This design comes from an exercise in tuning for small area, a short achievable clock period and few clock cycles per item on the open sky130 flow, not from production work. No run shown here included a check of the RTL's function; only the layout flow was run.

==> flow/design.v, too long to show whole: its modules and the start of the top module <==
// module dense_layer: 3566 lines
module dense_layer #(
    parameter int NUM_INPUTS    = 4,
    parameter int NUM_OUTPUTS   = 4,
    parameter int FP_TOTAL_BITS = 16,
    parameter int FP_FRAC_BITS  = 8
) (
    input  logic                                                      clk,
    input  logic                                                      reset,
    input  logic                                                      start,
    input  logic [NUM_INPUTS-1:0][FP_TOTAL_BITS-1:0]                  input_vector,
    input  logic [NUM_OUTPUTS-1:0][NUM_INPUTS-1:0][FP_TOTAL_BITS-1:0] weight_matrix,
    input  logic [NUM_OUTPUTS-1:0][FP_TOTAL_BITS-1:0]                 bias_vector,
    output logic [NUM_OUTPUTS-1:0][FP_TOTAL_BITS-1:0]                 layer_out,
    output logic                                                      busy,
    output logic                                                      done
);
  // ...
==> flow/run.sh <==
#!/bin/bash
# synth_recipe.tcl (not shown) runs the flow's synth.tcl, then flattens the netlist and writes it again
# the make line also repeats each setting of config.mk as NAME=value (left out here)
make -C /OpenROAD-flow-scripts/flow DESIGN_CONFIG=/design/flow/config.mk WORK_HOME=/design/flow/orfs CLKGATE_MAP_FILE= SYNTH_SCRIPT=/design/flow/synth_recipe.tcl finish
==> flow/config.mk <==
export PLATFORM = sky130hd
export DESIGN_NAME = dense_layer
export DESIGN_NICKNAME = dense_layer
export VERILOG_FILES = /design/flow/design.v
export SDC_FILE = /design/flow/constraint.sdc
export NUM_CORES = 4
export LEC_CHECK = 0
export ABC_AREA = 1
export CAP_MARGIN = 20
export CORE_MARGIN = 2
export CORE_UTILIZATION = 40
export SLEW_MARGIN = 20
==> flow/constraint.sdc <==
create_clock -name core_clock -period 10.0 [get_ports {clk}]
set_input_delay 2.0000 -clock core_clock [delete_from_list [all_inputs] [get_ports {clk}]]
set_output_delay 2.0000 -clock core_clock [all_outputs]
set_load 0.01 [all_outputs]
==> flow_summary.toml, run 1 <==
[timing]
final-setup-viol-count = 0
fin_ws_ns = 4.042
maxSlewViolCount = 0

[layout]
syn_to_final_growth_pct = 19.00
final_cell_mix = "1118 x nand2_1, 808 x inv_1, 509 x fa_1"
nNetsFinal = 5947
antenna_cells = 3
multi_input_area_sq_mm = 0.02449
layoutNonFillerInstCount = 6424
layout_commonest_cell = "nand2_1"

[logic_synthesis]
synth_top_family_by_area = "adder cells"
yosysMostFrequentCell = "nand2_1"
yosys_warnings = 1
synth_top_cells_by_count = "1118 x nand2_1, 808 x inv_1, 509 x fa_1, 508 x xor2_1, 479 x o22ai_1"

[worst_setup_path]
cpMaxStageDelayCell = "o21ai_1"
cpLargestDelayFamily = "adder cells"
cp_slowest_stage_delay_ns = 1.11
startpoint = "xr0[11]"
ff2ff_setup_slack_ns = 4.04

[run_status]
status = "no timing/DRC/antenna violations"

[floorplan]
dieArea_sq_mm = 0.1062

[global_route]
met1_usage = 0.3727
grt-busiest-layer = "met2"

[route]
highest_layer = "met4"
met1Wirelength_mm = 61.82

[cts]
hold_buffers = 0
==> run 2, diff against run 1 <==
--- a/flow/config.mk
+++ b/flow/config.mk
@@ -10,3 +10,4 @@
 export CORE_MARGIN = 2
 export CORE_UTILIZATION = 40
+export SETUP_SLACK_MARGIN = 5
 export SLEW_MARGIN = 20
==> run 2 against run 1 <==
  * Still clean
  * Via count rose by 1.1%
  * Non-clock buffer count rose by 79
  * Design area rose by 1.9%
  * Hold slack improved by 0.0017 ns
  * Die area did not move
  * Register-to-register slack improved by 1.0 ns
  * Final cell count rose by 1.2%
  * First-iteration DRC count fell by 10%
  * Sequential share of layout area fell by 0.48 points
  * Worst setup slack improved by 1.0 ns
  * Critical path type unchanged
  * Critical endpoint is now pipe1[51]
==> flow_summary.toml, run 2 <==
[run_status]
status = "no timing/DRC/antenna violations"

[logic_synthesis]
ys_seq_area_frac = 0.3107
ys_ff_latch = 579
synth_enable_flop_cells = 128
async_flop_share = 0
netlist.area_leader.share = 0.2460
yosys_warnings = 1
synth_area_leaders = "fa_1 25%, dfxtp_1 22%, xor2_1 11%"
ys_types = 44
synth_top_flop_cell = "dfxtp_1"
synth_fp_nets = 5643
syn_avg_cell_area_sq_um = 8.850
syn_inst = 4681
synth_top_area_cell = "fa_1"
synth_top_cells_by_count = "1118 x nand2_1, 808 x inv_1, 509 x fa_1, 508 x xor2_1, 479 x o22ai_1"
syn_area_sq_mm = 0.04143
yosysMostFrequentCell = "nand2_1"

[timing]
relSlewSlack = 0.2360
tightest_slew_ns = 1.138
final-setup-viol-count = 0
maxSlewViolCount = 0
hold_viol_final = 0
fin_crit_sh = 0.4911
min_period_ns = 4.911
rsz0062_at_grt = "false"
fin_skew_ns = 0.02485
setup_tns_ns = 0
max_freq_ghz = 0.2036

[worst_setup_path]
cpMostUsedCell = "fa_1"
cp-end-kind = "flip-flop"
crit_path_max_fanout = 15
cp-start-kind = "flip-flop"
cpMaxStageDelayCell = "fa_1"
r2r_cells = 11
path_buf_inv = 2
r2r_end = "pipe1[51]"
worstPathCellList = "nor2_1 -> inv_1 -> nand2_1 -> o22ai_1 -> xor2_1 -> fa_1 -> fa_1 -> fa_1 -> fa_1 -> inv_1 -> fa_1"
cp.required_ns = 10.52
cpLargestDelayFamily = "adder cells"
cp_slowest_stage_delay_ns = 0.66
criticalPathCategory = "flip-flop to flip-flop"
path_depth = 11
crit_arrival_ns = 5.43
ff2ff_setup_slack_ns = 5.09
r2r_start = "xr2[5]"

[cts]
numClockSinks = 579
clkTransAtPathRegs_ns = 0.07
cts_max_level = 3
tritoncts = "done"
clkLatencyLatePin_ns = 0.67
hold_buffers = 0
cts_max_path_buffers = 3
cts_buffers = 69
root_buffer = "clkbuf_16"

[route]
num_vias = 32986
ant_nets = 0
wirelength_mm = 151.9
drt_iter0_drc = 2803
via_per_inst = 5.072
wl_per_cell_microns = 23.35
drcViolationCount = 0
drtPass1Iterations = 6

[worst_hold_path]
hp-class = "flip-flop to flip-flop"
min_path_cells = 2
holdPathEnd = "wr0[49]"
hold_start = "wr1[49]"

[global_route]
grt_pass1_wl_mm = 220.2
grt_pass1_vias = 32496
overflow = 0
grt_max_degree = 90
antenna_found_initial = 3
grt_usage = 0.2838

[floorplan]
io_pins = 453
fp-row-count = 118
dieArea_sq_mm = 0.1062
start_util = 0.4020
die_width_microns = 325.8
die-height_microns = 325.8
fp.coreArea_sq_mm = 0.1031

[layout]
layout_commonest_cell = "nand2_1"
syn_to_final_growth_pct = 21.26
largest_reg_flops = 126
final_cell_mix = "1101 x nand2_1, 801 x inv_1, 509 x fa_1"
nNetsFinal = 6027
largest-register = "pipe1"
fill_cells = 10009
drive_gt1_frac = 0.06151

[place]
gp_congestion = 1.019
port_buffers = 452
dp_hpwl_mm = 120.9

[run]
cap_violations = 0
[run 2: cell counts after synthesis]
Identical to the previous run, type by type.
[run 2: kinds of logic after synthesis]
family	share of synthesized area
simple gates	0.1242
buf+inv	0.09849
compound gates	0.09055
flops	0.3107
fa+ha+maj	0.2659
xor+xnor	0.1102
[run 2: layout make-up]
type,count,area [sq um],share of cell area
Clock buffer,99,2028,0.04038
Antenna cell,2,5.005,0.00009963
Tap cell,1380,1727,0.03437
Inverter,837,3207,0.06384
Sequential cell,579,12880,0.2564
Multi-Input combinational cell,3024,24730,0.4922
Clock inverter,28,319.1,0.006351
Timing Repair Buffer,554,5344,0.1064
[run 2: worst register-to-register path: stages (launching register included)]
cell and delay [ns]:
edfxtp_1 0.60, nor2_1 0.35, inv_1 0.11, nand2_1 0.44, o22ai_1 0.17, xor2_1 0.20
fa_1 0.58, fa_1 0.54, fa_1 0.54, fa_1 0.66, inv_1 0.09, fa_1 0.48
[run 2: layer usage]
layer,wire length [microns],GRT usage,vias up
li1,-,-,15293
met1,61600,0.3719,15743
met2,67500,0.4430,1661
met3,13460,0.06004,289
met4,9294,0.1473,0
met5,0,0,-
[run 2: per-stage QoR]
stage / instance area [sq um] / utilization / worst slack [ns] / instances / hold slack [ns]
finish: 50230 / 0.4874 / 5.089 / 6503 / 0.4121
global route: 50230 / 0.4874 / 4.994 / 6503 / 0.4292
CTS: 49680 / 0.4820 / 4.944 / 6446 / 0.4173
detailed placement: 46920 / 0.4553 / 4.120 / 6293 / 0.4081
global placement: 46920 / 0.4553 / 4.168 / 6293 / 0.4073
floorplan: 41430 / - / 5.170 / 4681 / 0.3462
[run 2: worst max path at each step]
stage,from,to,slack (ns)
floorplan,xr0[9],pipe1[63],5.17
global placement,xr0[9],pipe1[63],4.17
detailed placement,xr0[9],pipe1[63],4.12
CTS,xr0[11],pipe1[63],4.94
global route,xr2[5],pipe1[79],4.99
finish,xr2[5],pipe1[51],5.09
[run 2: what timing repair did]
action | 4_1_cts | 5_1_grt
buffers inserted | 26 | 54
pin swaps | 3 | 5
endpoints found under the setup margin | 76 | 36
gates resized for setup | 49 | 37
cloned | 0 | 1

==> re-timing with driven ports <==
No port has a modelled driver above. Below, the same layouts with a new extraction and two added sets of constraints.
Step 1 assumes that a clkbuf_16 drives the clock port and a buf_2 every other input.
Step 2 also shifts input and output timing later by t, the mid clock arrival at the registers, as if the neighbouring blocks saw the same clock.
a / b / c = ideal / step 1 / step 2; a / b = the first two.
run | shift t [ns] | setup WS [ns] | worst setup path after step 2 | clock arrival spread, ns | cell pins on the clock port's net
run 1 | 0.738 | 4.042 / 4.042 / 4.042 | register to register | 0.028 / 0.027 | 1
run 2 | 0.734 | 5.089 / 5.089 / 5.089 | register to register | 0.025 / 0.025 | 1
After both steps setup and hold are still met in every run listed.
